From an optimization exercise on the open Yosys and OpenROAD flow, aimed at small area; shortcuts taken in it are not production practice.
RTL that was checked went through simulation tests only; none was proved equivalent to the original.
Power figures rest on the tool's default switching activity, not on a simulated workload.

==> flow/design.v <==
module apb_mem_slave #(
  parameter int ADDR_WIDTH  = 8,
  parameter int DATA_WIDTH  = 32,
  parameter int STRB_WIDTH  = DATA_WIDTH / 8,
  parameter int MEM_DEPTH   = 64,
  parameter int WAIT_STATES = 2
) (
  input  logic                  pclk,
  input  logic                  preset,
  input  logic [ADDR_WIDTH-1:0] paddr,
  input  logic                  psel,
  input  logic                  penable,
  input  logic                  pwrite,
  input  logic [DATA_WIDTH-1:0] pwdata,
  input  logic [STRB_WIDTH-1:0] pstrb,
  output logic [DATA_WIDTH-1:0] prdata,
  output logic                  pready,
  output logic                  pslverr
);
  localparam int NPORT = MEM_DEPTH / 4;
  logic       acc1, acc2;           
  logic [1:0] rlo;                  
  logic [3:0] rb;                   
  logic [5:0] rot;                  
  logic [1:0] clr_cnt;              
  logic       clearing;
  logic       in_rng;
  logic       wr_commit;
  logic       pend;                 
  logic       wr_act;
  logic [3:0] wi;                   
  logic [1:0] wlo;                  
  logic [DATA_WIDTH-1:0] wd;        
  logic [STRB_WIDTH-1:0] ws;        
  assign in_rng    = (paddr[7:6] == 2'b00);
  assign pslverr   = !in_rng;
  assign wr_commit = pready && psel && pwrite && in_rng;
  assign wr_act    = wr_commit || pend;
  assign clearing  = preset || (clr_cnt != 2'd0);
  logic [1:0] wph;
  logic       whit;
  assign rot  = {rb - 4'(rlo != 2'd0), rlo};
  assign wph  = wlo + rlo + 2'd1;
  assign whit = wr_act && (wph == 2'd0);
  always_ff @(posedge pclk) begin
    if (preset) begin
      acc1    <= 1'b0;
      acc2    <= 1'b0;
      pready  <= 1'b0;
      rlo     <= '0;
      rb      <= '0;
      clr_cnt <= 2'd3;
      pend    <= 1'b0;
    end else begin
      acc1    <= psel && !penable;
      acc2    <= acc1 && psel;
      pready  <= acc2 && psel;
      rlo     <= rlo + 2'd1;
      if (rlo == 2'd0) rb <= rb + 4'd1;
      if (clr_cnt != 2'd0) clr_cnt <= clr_cnt - 2'd1;
      pend    <= wr_act && !whit;
    end
  end
  always_ff @(posedge pclk) begin
    if (acc2) begin
      wi  <= 4'((paddr[5:0] + rot + 6'd5) >> 2);
      wlo <= paddr[1:0];
      wd <= pwdata;
      ws <= pstrb;
    end
  end
  logic [DATA_WIDTH-1:0] ring [MEM_DEPTH];
  for (genvar p = 0; p < MEM_DEPTH; p++) begin : g_pos
    if (p % 4 == 0) begin : g_port
      logic hit;
      assign hit = whit && (wi == 4'(p / 4));
      for (genvar b = 0; b < STRB_WIDTH; b++) begin : g_byte
        logic [7:0] q, d;
        logic       wen, shf;
        assign wen = !clearing && hit && ws[b];
        assign shf = !clearing && !(hit && ws[b]);
        for (genvar k = 0; k < 8; k++) begin : g_bit
          apb_mem_slave_ao22 u_sel (
            .a1(ring[(p + MEM_DEPTH - 1) % MEM_DEPTH][8*b + k]), .a2(shf),
            .b1(wd[8*b + k]), .b2(wen), .y(d[k])
          );
        end
        always_ff @(posedge pclk) q <= d;
        assign ring[p][8*b +: 8] = q;
      end
    end else begin : g_shift
      logic [DATA_WIDTH-1:0] q;
      always_ff @(posedge pclk) q <= ring[p - 1];
      assign ring[p] = q;
    end
  end
  logic             at_tap;
  logic [3:0]       ridx;
  logic [NPORT-1:0] rsel_n;
  logic             any_n, pen_n;
  logic [DATA_WIDTH-1:0] capn;
  assign at_tap = in_rng && (paddr[1:0] + rlo == 2'd0);
  assign ridx   = paddr[5:2] + rb;
  always_comb begin
    for (int i = 0; i < NPORT; i++) begin
      rsel_n[i] = !(at_tap && (ridx == 4'(i)));
    end
  end
  assign any_n = !at_tap;
  assign pen_n = !penable;
  logic [DATA_WIDTH-1:0] cap_d;
  for (genvar k = 0; k < DATA_WIDTH; k++) begin : g_rd
    logic [7:0] t;
    logic [3:0] u;
    logic       v;
    for (genvar j = 0; j < 8; j++) begin : g_pair
      apb_mem_slave_oai22 u_pair (
        .a1(ring[8*j][k]), .a2(rsel_n[2*j]), .b1(ring[8*j + 4][k]), .b2(rsel_n[2*j + 1]),
        .y(t[j])
      );
    end
    for (genvar j = 0; j < 4; j++) begin : g_nor
      apb_mem_slave_nor2 u_nor (.a(t[2*j]), .b(t[2*j + 1]), .y(u[j]));
    end
    apb_mem_slave_nand4 u_or (.a(u), .y(v));
    apb_mem_slave_o21ai u_out (.a1(v), .a2(any_n), .b1(capn[k]), .y(prdata[k]));
    apb_mem_slave_o22a u_cap (.a1(v), .a2(any_n), .b1(capn[k]), .b2(pen_n), .y(cap_d[k]));
  end
  always_ff @(posedge pclk) capn <= cap_d;
endmodule
module apb_mem_slave_ao22 (
  input  logic a1,
  input  logic a2,
  input  logic b1,
  input  logic b2,
  output logic y
);
  assign y = (a1 & a2) | (b1 & b2);
endmodule
module apb_mem_slave_oai22 (
  input  logic a1,
  input  logic a2,
  input  logic b1,
  input  logic b2,
  output logic y
);
  assign y = !((a1 | a2) & (b1 | b2));
endmodule
module apb_mem_slave_nor2 (
  input  logic a,
  input  logic b,
  output logic y
);
  assign y = !(a | b);
endmodule
module apb_mem_slave_nand4 (
  input  logic [3:0] a,
  output logic       y
);
  assign y = !(&a);
endmodule
module apb_mem_slave_o21ai (
  input  logic a1,
  input  logic a2,
  input  logic b1,
  output logic y
);
  assign y = !((a1 | a2) & b1);
endmodule
module apb_mem_slave_o22a (
  input  logic a1,
  input  logic a2,
  input  logic b1,
  input  logic b2,
  output logic y
);
  assign y = (a1 | a2) & (b1 | b2);
endmodule
export LEC_CHECK = 0
export CAP_MARGIN = 20
export CORE_MARGIN = 2
export CORE_UTILIZATION = 55
export GPL_TIMING_DRIVEN = 1
export SLEW_MARGIN = 20
export SYNTH_HIERARCHICAL = 1
export SYNTH_MINIMUM_KEEP_SIZE = 0
create_clock -name core_clock -period 5.0 [get_ports {pclk}]
standard.sh (not shown) runs the stock make flow with config.mk's settings and CLKGATE_MAP_FILE= SYNTH_SCRIPT=/design/flow/synth_recipe.tcl, a recipe that flattens the netlist after the stock synthesis.
==> flow/flow/run.sh <==
#!/bin/bash
set -euo pipefail
export CTS_ARGS="-sink_clustering_enable -repair_clock_nets -dont_use_dummy_load -buf_list sky130_fd_sc_hd__clkbuf_8 -root_buf sky130_fd_sc_hd__clkbuf_16 -sink_clustering_size 20 -sink_clustering_max_diameter 50"
export BUFFER_PORTS_ARGS="-buffer_cell sky130_fd_sc_hd__buf_2"
bash standard.sh finish > standard.log 2>&1
Then changed:
--- a/flow/design.v
+++ b/flow/design.v
@@ -96,15 +96,13 @@
   end
   logic             at_tap;
   logic [3:0]       ridx;
-  logic [NPORT-1:0] rsel_n;
+  logic [NPORT-1:0] rsel_n [STRB_WIDTH];
   logic             any_n, pen_n;
   logic [DATA_WIDTH-1:0] capn;
   assign at_tap = in_rng && (paddr[1:0] + rlo == 2'd0);
   assign ridx   = paddr[5:2] + rb;
-  always_comb begin
-    for (int i = 0; i < NPORT; i++) begin
-      rsel_n[i] = !(at_tap && (ridx == 4'(i)));
-    end
+  for (genvar b = 0; b < STRB_WIDTH; b++) begin : g_rdec
+    apb_mem_slave_rdec u_rdec (.en(at_tap), .idx(ridx), .sel_n(rsel_n[b]));
   end
   assign any_n = !at_tap;
   assign pen_n = !penable;
@@ -115,7 +113,7 @@
     logic       v;
     for (genvar j = 0; j < 8; j++) begin : g_pair
       apb_mem_slave_oai22 u_pair (
-        .a1(ring[8*j][k]), .a2(rsel_n[2*j]), .b1(ring[8*j + 4][k]), .b2(rsel_n[2*j + 1]),
+        .a1(ring[8*j][k]), .a2(rsel_n[k / 8][2*j]), .b1(ring[8*j + 4][k]), .b2(rsel_n[k / 8][2*j + 1]),
         .y(t[j])
       );
     end
@@ -176,3 +174,12 @@
 );
   assign y = (a1 | a2) & (b1 | b2);
 endmodule
+module apb_mem_slave_rdec (
+  input  logic        en,
+  input  logic [3:0]  idx,
+  output logic [15:0] sel_n
+);
+  always_comb begin
+    for (int i = 0; i < 16; i++) sel_n[i] = !(en && (idx == 4'(i)));
+  end
+endmodule
After rerunning:
- The changed run finished clean
- via count climbs by 1.2%
- hold slack gets better by 0.024 ns
- design area climbs by about 0.5%
- die area climbs by 0.72%
- fmax barely changes
- flip-flop and latch count does not change
- non-clock buffer count drops by 5
- synthesized area climbs by about 0.7%
Function not checked in the second run of this note: the RTL went through the layout flow alone.

========
Another version of the RTL of apb_mem_slave (not shown whole).
For scale: roughly 3400 cells after synthesis, ~83 I/O pins.
// apb_mem_slave
module apb_mem_slave #(
  parameter int ADDR_WIDTH  = 8,
  parameter int DATA_WIDTH  = 32,
  parameter int STRB_WIDTH  = DATA_WIDTH / 8,
  parameter int MEM_DEPTH   = 64,
  parameter int WAIT_STATES = 2
) (
  input  logic                  pclk,
  input  logic                  preset,
  input  logic [ADDR_WIDTH-1:0] paddr,
  input  logic                  psel,
  input  logic                  penable,
  input  logic                  pwrite,
  input  logic [DATA_WIDTH-1:0] pwdata,
  input  logic [STRB_WIDTH-1:0] pstrb,
  output logic [DATA_WIDTH-1:0] prdata,
  output logic                  pready,
  output logic                  pslverr
);
==> module apb_mem_slave, before the edit <==
module apb_mem_slave #(
  parameter int ADDR_WIDTH  = 8,
  parameter int DATA_WIDTH  = 32,
  parameter int STRB_WIDTH  = DATA_WIDTH / 8,
  parameter int MEM_DEPTH   = 64,
  parameter int WAIT_STATES = 2
) (
  input  logic                  pclk,
  input  logic                  preset,
  input  logic [ADDR_WIDTH-1:0] paddr,
  input  logic                  psel,
  input  logic                  penable,
  input  logic                  pwrite,
  input  logic [DATA_WIDTH-1:0] pwdata,
  input  logic [STRB_WIDTH-1:0] pstrb,
  output logic [DATA_WIDTH-1:0] prdata,
  output logic                  pready,
  output logic                  pslverr
);
  localparam int NRING = MEM_DEPTH / 4;
  logic       acc1, acc2;           
  logic [1:0] rot;                  
  logic [1:0] clr_cnt;              
  logic       clearing;
  logic       in_rng;
  logic       wr_commit;
  logic       pend;                 
  logic       wr_act;
  logic       whit;
  logic [3:0] wi;                   
  logic [1:0] wlo;                  
  logic [DATA_WIDTH-1:0] wd;        
  logic [STRB_WIDTH-1:0] ws;        
  assign in_rng    = (paddr[7:6] == 2'b00);
  assign pslverr   = !in_rng;
  assign wr_commit = pready && psel && pwrite && in_rng;
  assign wr_act    = wr_commit || pend;
  assign clearing  = preset || (clr_cnt != 2'd0);
  assign whit      = wr_act && (wlo + rot + 2'd1 == 2'd0);
  always_ff @(posedge pclk) begin
    if (preset) begin
      acc1    <= 1'b0;
      acc2    <= 1'b0;
      pready  <= 1'b0;
      rot     <= '0;
      clr_cnt <= 2'd3;
      pend    <= 1'b0;
    end else begin
      acc1    <= psel && !penable;
      acc2    <= acc1 && psel;
      pready  <= acc2 && psel;
      rot     <= rot + 2'd1;
      if (clr_cnt != 2'd0) clr_cnt <= clr_cnt - 2'd1;
      pend    <= wr_act && !whit;
    end
  end
  localparam int WREG = 6 + DATA_WIDTH + STRB_WIDTH;
  logic [WREG-1:0] wreg, wreg_in, wreg_d;
  logic            acc2_n;
  assign acc2_n  = !acc2;
  assign wreg_in = {paddr[5:0], pwdata, pstrb};
  for (genvar k = 0; k < WREG; k++) begin : g_wreg
    apb_mem_slave_ao22 u_ld (
      .a1(wreg[k]), .a2(acc2_n), .b1(wreg_in[k]), .b2(acc2), .y(wreg_d[k])
    );
  end
  always_ff @(posedge pclk) wreg <= wreg_d;
  assign {wi, wlo, wd, ws} = wreg;
  logic [DATA_WIDTH-1:0] tapq [NRING];    
  for (genvar g = 0; g < NRING; g++) begin : g_ring
    logic [DATA_WIDTH-1:0] q0, q1, q2, q3;
    logic hit;
    assign hit = whit && (wi == 4'(g));
    for (genvar b = 0; b < STRB_WIDTH; b++) begin : g_byte
      logic [7:0] d;
      logic       wen, shf;
      assign wen = !clearing && hit && ws[b];
      assign shf = !clearing && !(hit && ws[b]);
      for (genvar k = 0; k < 8; k++) begin : g_bit
        apb_mem_slave_ao22 u_sel (
          .a1(q3[8*b + k]), .a2(shf), .b1(wd[8*b + k]), .b2(wen), .y(d[k])
        );
      end
      always_ff @(posedge pclk) q0[8*b +: 8] <= d;
    end
    always_ff @(posedge pclk) begin
      q1 <= q0;
      q2 <= q1;
      q3 <= q2;
    end
    assign tapq[g] = q0;
  end
  logic             at_tap;
  logic [NRING-1:0] rsel_n;
  logic             any_n, keep;
  logic [DATA_WIDTH-1:0] capn, cap_d;
  assign at_tap = in_rng && (paddr[1:0] + rot == 2'd0);
  always_comb begin
    for (int i = 0; i < NRING; i++) begin
      rsel_n[i] = !(at_tap && (paddr[5:2] == 4'(i)));
    end
  end
  assign any_n = !at_tap;
  assign keep  = psel && !pready;
  for (genvar k = 0; k < DATA_WIDTH; k++) begin : g_rd
    logic [7:0] t;
    logic [3:0] u;
    logic       v;
    for (genvar j = 0; j < 8; j++) begin : g_pair
      apb_mem_slave_oai22 u_pair (
        .a1(tapq[2*j][k]), .a2(rsel_n[2*j]), .b1(tapq[2*j + 1][k]), .b2(rsel_n[2*j + 1]),
        .y(t[j])
      );
    end
    for (genvar j = 0; j < 4; j++) begin : g_nor
      apb_mem_slave_nor2 u_nor (.a(t[2*j]), .b(t[2*j + 1]), .y(u[j]));
    end
    apb_mem_slave_nand4 u_or (.a(u), .y(v));
    apb_mem_slave_o21ai u_out (.a1(v), .a2(any_n), .b1(capn[k]), .y(prdata[k]));
    apb_mem_slave_nand2 u_cap (.a(prdata[k]), .b(keep), .y(cap_d[k]));
  end
  always_ff @(posedge pclk) capn <= cap_d;
endmodule
Settings: LEC_CHECK=0, CAP_MARGIN=10, CORE_MARGIN=2, CORE_UTILIZATION=55, GPL_TIMING_DRIVEN=1, SLEW_MARGIN=10, SYNTH_HIERARCHICAL=1, SYNTH_MINIMUM_KEEP_SIZE=0; clock period 5.0 ns.
==> flow/flow/run.sh <==
#!/bin/bash
set -euo pipefail
export CTS_ARGS="-sink_clustering_enable -repair_clock_nets -dont_use_dummy_load -buf_list sky130_fd_sc_hd__clkbuf_8 -root_buf sky130_fd_sc_hd__clkbuf_16 -sink_clustering_size 20 -sink_clustering_max_diameter 50"
export BUFFER_PORTS_ARGS="-buffer_cell sky130_fd_sc_hd__buf_1"
bash standard.sh finish > standard.log 2>&1
The starting point passed the timing, design-rule and antenna checks.
Then changed:
--- a/flow/design.v
+++ b/flow/design.v
@@ -30,15 +30,21 @@
   logic [3:0] wi;                   
   logic [1:0] wlo;                  
   logic [DATA_WIDTH-1:0] wd;        
   logic [STRB_WIDTH-1:0] ws;        
   assign in_rng    = (paddr[7:6] == 2'b00);
-  assign pslverr   = !in_rng;
   assign wr_commit = pready && psel && pwrite && in_rng;
   assign wr_act    = wr_commit || pend;
   assign clearing  = preset || (clr_cnt != 2'd0);
   assign whit      = wr_act && (wlo + rot + 2'd1 == 2'd0);
+  logic [ADDR_WIDTH-1:0] ra, ta;
+  logic                  in_acc, ta_rng;
+  always_ff @(posedge pclk) ra <= paddr;
+  assign in_acc  = acc1 || acc2 || pready;
+  assign ta      = in_acc ? ra : paddr;
+  assign ta_rng  = (ta[7:6] == 2'b00);
+  assign pslverr = (ra[7:6] != 2'b00);
   always_ff @(posedge pclk) begin
     if (preset) begin
       acc1    <= 1'b0;
       acc2    <= 1'b0;
       pready  <= 1'b0;
@@ -92,14 +98,14 @@
   end
   logic             at_tap;
   logic [NRING-1:0] rsel_n;
   logic             any_n, keep;
   logic [DATA_WIDTH-1:0] capn, cap_d;
-  assign at_tap = in_rng && (paddr[1:0] + rot == 2'd0);
+  assign at_tap = ta_rng && (ta[1:0] + rot == 2'd0);
   always_comb begin
     for (int i = 0; i < NRING; i++) begin
-      rsel_n[i] = !(at_tap && (paddr[5:2] == 4'(i)));
+      rsel_n[i] = !(at_tap && (ta[5:2] == 4'(i)));
     end
   end
   assign any_n = !at_tap;
   assign keep  = psel && !pready;
   for (genvar k = 0; k < DATA_WIDTH; k++) begin : g_rd
Via count rises by 0.94%.
Die area stays flat.
Utilization came out higher by 0.75 points.
Non-clock buffer count goes up by 42.
Worst setup slack degrades by 430 ps.
Power stays flat.
Cell area came out higher by 1.3%.
Wire length drops by 0.31%.
Clock skew hardly moves.
Clock power decreases by about 0.5%.
Worst hold slack improved by 6.9 ps.

## re-timing with driven ports
No port has a modelled driver above. Below, the same layouts with a new extraction and two added sets of constraints.
Step 1: set_driving_cell puts a clkbuf_16 on pclk and a buf_2 on each other input, an assumption about the parent block.
Step 2 adds t to the input delays and takes it off the output delays; t is the mean of the earliest and latest rising clock arrival at the registers after step 1. Input paths then give back, and output paths get back, about the clock's delay inside the block.
Slacks: ideal ports / drivers / drivers and shift; pairs: ideal ports / drivers.
run | t, ns | setup slack, ns | worst setup path at the end | worst slew at a driven data input, ns | pins driven straight from the clock port
the first run of note 1 | 0.760 | 0.077 / 0.027 / 0.053 | input to output | 0.04 | 1
the second run of note 1 | 0.760 | 0.064 / 0.035 / 0.042 | input to output | 0.16 | 1
the first run of note 2 | 0.760 | 0.519 / 0.466 / 0.466 | input to output | 0.11 | 1
the second run of note 2 | 0.758 | 0.088 / 0.016 / 0.443 | input to output | 0.12 | 1
After both steps every run listed still meets setup and hold. The setup slack of the first run of note 2, which loses most, moves by -0.053 ns with the drivers and by -0.053 ns with both steps.
